This design comes from an exercise in tuning for small area and a short achievable clock period on the open sky130 flow, not from production work. In this exercise RTL edits were held to simulation tests only and were not proved equivalent to the original.

==> run a <==
==> flow/design.v <==
module coeff_table_loader #(
  parameter int ADDR_W = 6,
  parameter int A_W    = 18,
  parameter int B_W    = 18,
  parameter int C_W    = 18
) (
  input  logic                     clk,
  input  logic                     rst,
  input  logic                     load_start,
  input  logic                     wr_valid,
  output logic                     wr_ready,
  input  logic [A_W+B_W+C_W-1:0]   wr_data,
  output logic                     load_busy,
  output logic                     table_valid,
  output logic                     load_err,
  input  logic                     rd_en,
  input  logic [ADDR_W-1:0]        rd_addr,
  output logic                     rd_valid,
  output logic [A_W-1:0]           a,
  output logic [B_W-1:0]           b,
  output logic [C_W-1:0]           c
);
  localparam int DEPTH = 2**ADDR_W;
  localparam int REC_W = A_W + B_W + C_W;
  logic               busy, ld, chk;
  logic [ADDR_W-1:0]  wr_addr;
  logic [REC_W-1:0]   mem [DEPTH];
  logic               in_load;
  logic               rec_beat;
  logic               rd_hit;
  assign in_load  = ld;
  assign rec_beat = in_load && wr_valid && !load_start;
  assign rd_hit   = rd_en && table_valid;
  assign wr_ready  = busy;
  assign load_busy = busy;
  logic [REC_W-1:0] acc;
  logic [REC_W-1:0] acc_x;
  logic             err_q;
  assign acc_x = acc ^ wr_data;
  always_ff @(posedge clk or posedge rst) begin
    if (rst) begin
      busy        <= 1'b0;
      ld          <= 1'b0;
      chk         <= 1'b0;
      wr_addr     <= '0;
      table_valid <= 1'b0;
      err_q       <= 1'b0;
    end else if (load_start) begin
      busy        <= 1'b1;
      ld          <= 1'b1;
      chk         <= 1'b0;
      wr_addr     <= '0;
      table_valid <= 1'b0;
      err_q       <= 1'b0;
    end else if (rec_beat) begin
      wr_addr     <= wr_addr + ADDR_W'(1);
      if (&wr_addr) begin
        ld  <= 1'b0;
        chk <= 1'b1;
      end
    end else if (chk && wr_valid) begin
      busy        <= 1'b0;
      chk         <= 1'b0;
      table_valid <= ~|acc_x;
      err_q       <= |acc_x;
    end
  end
  always_ff @(posedge clk) begin
    if (load_start)    acc <= '0;
    else if (rec_beat) acc <= acc_x;
  end
  assign load_err = err_q;
  always_ff @(posedge clk) begin
    if (rec_beat) begin
      mem[0] <= wr_data;
      for (int k = 1; k < DEPTH; k++) mem[k] <= mem[k-1];
    end
  end
  logic [DEPTH-1:0] rsel;
  logic [REC_W-1:0] rd_nxt;
  for (genvar k = 0; k < DEPTH; k++) begin : g_rsel
    assign rsel[k] = (rd_addr == ADDR_W'(DEPTH-1-k));
  end
  logic [REC_W-1:0] or1 [DEPTH/4];
  logic [REC_W-1:0] or2 [DEPTH/16];
  always_comb begin
    for (int i = 0; i < DEPTH/4; i++) begin
      or1[i] = '0;
      for (int j = 0; j < 4; j++) or1[i] = or1[i] | (mem[4*i+j] & {REC_W{rsel[4*i+j]}});
    end
    for (int i = 0; i < DEPTH/16; i++) begin
      or2[i] = '0;
      for (int j = 0; j < 4; j++) or2[i] = or2[i] | or1[4*i+j];
    end
    rd_nxt = '0;
    for (int i = 0; i < DEPTH/16; i++) rd_nxt = rd_nxt | or2[i];
  end
  always_ff @(posedge clk or posedge rst) begin
    if (rst) begin
      rd_valid  <= 1'b0;
      {a, b, c} <= '0;
    end else begin
      rd_valid <= rd_hit;
      if (rd_hit) {a, b, c} <= rd_nxt;
    end
  end
endmodule
==> flow/run.sh <==
#!/bin/bash
# synth_recipe.tcl (not shown) runs the flow's synth.tcl, then flattens the netlist and writes it again
# the make line also repeats each setting of config.mk as NAME=value (left out here)
make -C /OpenROAD-flow-scripts/flow DESIGN_CONFIG=/design/flow/config.mk WORK_HOME=/design/flow/orfs CLKGATE_MAP_FILE= SYNTH_SCRIPT=/design/flow/synth_recipe.tcl finish
==> flow/config.mk <==
export PLATFORM = sky130hd
export DESIGN_NAME = coeff_table_loader
export DESIGN_NICKNAME = coeff_table_loader
export VERILOG_FILES = /design/flow/design.v
export SDC_FILE = /design/flow/constraint.sdc
export NUM_CORES = 4
export LEC_CHECK = 0
export CAP_MARGIN = 20
export CORE_MARGIN = 2
export CORE_UTILIZATION = 60
export CTS_CLUSTER_DIAMETER = 90
export CTS_CLUSTER_SIZE = 24
export SETUP_SLACK_MARGIN = 1.7
export SLEW_MARGIN = 20
==> flow/constraint.sdc <==
create_clock -name core_clock -period 4.0 [get_ports {clk}]
set_input_delay 0.8000 -clock core_clock [delete_from_list [all_inputs] [get_ports {clk}]]
set_output_delay 0.8000 -clock core_clock [all_outputs]
set_load 0.01 [all_outputs]
==> run b: changes against run a <==
==> flow/design.v, changed modules only <==
module coeff_table_loader #(
  parameter int ADDR_W = 6,
  parameter int A_W    = 18,
  parameter int B_W    = 18,
  parameter int C_W    = 18
) (
  input  logic                     clk,
  input  logic                     rst,
  input  logic                     load_start,
  input  logic                     wr_valid,
  output logic                     wr_ready,
  input  logic [A_W+B_W+C_W-1:0]   wr_data,
  output logic                     load_busy,
  output logic                     table_valid,
  output logic                     load_err,
  input  logic                     rd_en,
  input  logic [ADDR_W-1:0]        rd_addr,
  output logic                     rd_valid,
  output logic [A_W-1:0]           a,
  output logic [B_W-1:0]           b,
  output logic [C_W-1:0]           c
);
  localparam int DEPTH = 2**ADDR_W;
  localparam int REC_W = A_W + B_W + C_W;
  logic               busy, chk;
  logic [ADDR_W-1:0]  wr_addr;
  logic [REC_W-1:0]   mem [DEPTH];
  logic               in_load;
  logic               rec_beat;
  logic               rd_hit;
  assign in_load  = busy && !chk;
  assign rec_beat = in_load && wr_valid && !load_start;
  assign rd_hit   = rd_en && table_valid;
  assign wr_ready  = busy;
  assign load_busy = busy;
  logic [REC_W-1:0] acc;
  logic [REC_W-1:0] acc_x;
  logic             err_q;
  assign acc_x = acc ^ wr_data;
  always_ff @(posedge clk or posedge rst) begin
    if (rst) begin
      busy        <= 1'b0;
      chk         <= 1'b0;
      wr_addr     <= '0;
      table_valid <= 1'b0;
      err_q       <= 1'b0;
    end else if (load_start) begin
      busy        <= 1'b1;
      chk         <= 1'b0;
      wr_addr     <= '0;
      table_valid <= 1'b0;
      err_q       <= 1'b0;
    end else if (rec_beat) begin
      wr_addr     <= wr_addr + ADDR_W'(1);
      if (&wr_addr) chk <= 1'b1;
    end else if (chk && wr_valid) begin
      busy        <= 1'b0;
      chk         <= 1'b0;
      table_valid <= ~|acc_x;
      err_q       <= |acc_x;
    end
  end
  always_ff @(posedge clk) begin
    if (load_start)    acc <= '0;
    else if (rec_beat) acc <= acc_x;
  end
  assign load_err = err_q;
  for (genvar k = 0; k < DEPTH; k++) begin : g_row
    always_ff @(posedge clk) begin
      if (in_load && (wr_addr == ADDR_W'(k))) mem[k] <= wr_data;
    end
  end
  logic [DEPTH-1:0] rsel;
  logic [REC_W-1:0] rd_nxt;
  for (genvar k = 0; k < DEPTH; k++) begin : g_rsel
    assign rsel[k] = (rd_addr == ADDR_W'(k));
  end
  always_comb begin
    rd_nxt = '0;
    for (int k = 0; k < DEPTH; k++) rd_nxt = rd_nxt | (mem[k] & {REC_W{rsel[k]}});
  end
  always_ff @(posedge clk or posedge rst) begin
    if (rst) begin
      rd_valid  <= 1'b0;
      {a, b, c} <= '0;
    end else begin
      rd_valid <= rd_hit;
      if (rd_hit) {a, b, c} <= rd_nxt;
    end
  end
endmodule
--- a/flow/config.mk
+++ b/flow/config.mk
@@ -8,7 +8,4 @@
 export CAP_MARGIN = 20
 export CORE_MARGIN = 2
-export CORE_UTILIZATION = 60
-export CTS_CLUSTER_DIAMETER = 90
-export CTS_CLUSTER_SIZE = 24
-export SETUP_SLACK_MARGIN = 1.7
+export CORE_UTILIZATION = 40
 export SLEW_MARGIN = 20
==> flow_summary.json <==
{
  "slowest_delay_ns": 0.63,
  "rows": 170,
  "drive_gt1_share_pct": 15.29,
  "clkCellAreaFrac_pct": 3.353,
  "outcome": "finished clean",
  "die_area_sq_um": 219600,
  "stdcell_count": 10660,
  "core_sq_um": 214600,
  "r2r_setup_slack_ns": 1.68,
  "seq_share_pct": 72.37,
  "via_count": 83910
}
# the run above: run a

==> flow_summary.json <==
{
  "outcome": "finished clean",
  "rows": 209,
  "via_count": 88900,
  "stdcell_count": 12500,
  "die_area_sq_um": 329600,
  "core_sq_um": 323700,
  "seq_share_pct": 68.87,
  "clkCellAreaFrac_pct": 7.592,
  "slowest_delay_ns": 0.59,
  "drive_gt1_share_pct": 17.40
}
# the run above: run b

## separate check: timing with driven ports
Ports are ideal in the flow. The routed layouts listed here were re-timed in OpenROAD.
Step 1: set_driving_cell puts a clkbuf_16 on clk and a buf_2 on each other input, an assumption about the parent block.
Step 2 times the ports against the registers' clock, not the clock port: input delays grow and output delays shrink by t, the midpoint of the rising clock arrivals with the driver on.
Slacks: ideal / step 1 / step 2; pairs: ideal / step 1.
run	shift t [ns]	slack for setup (ns)	hold WS [ns]	worst setup path after step 2
run a	0.943	1.548 / 1.409 / 0.466	0.253 / 0.181 / 0.443	input to register
run b	1.012	0.354 / 0.406 / -0.606	0.287 / 0.201 / 0.533	input to register
With both steps, setup timing fails in run b, where it was met with ideal ports. The setup slack of run a, which loses most, moves by -0.139 ns with the drivers and by -1.082 ns with both steps.
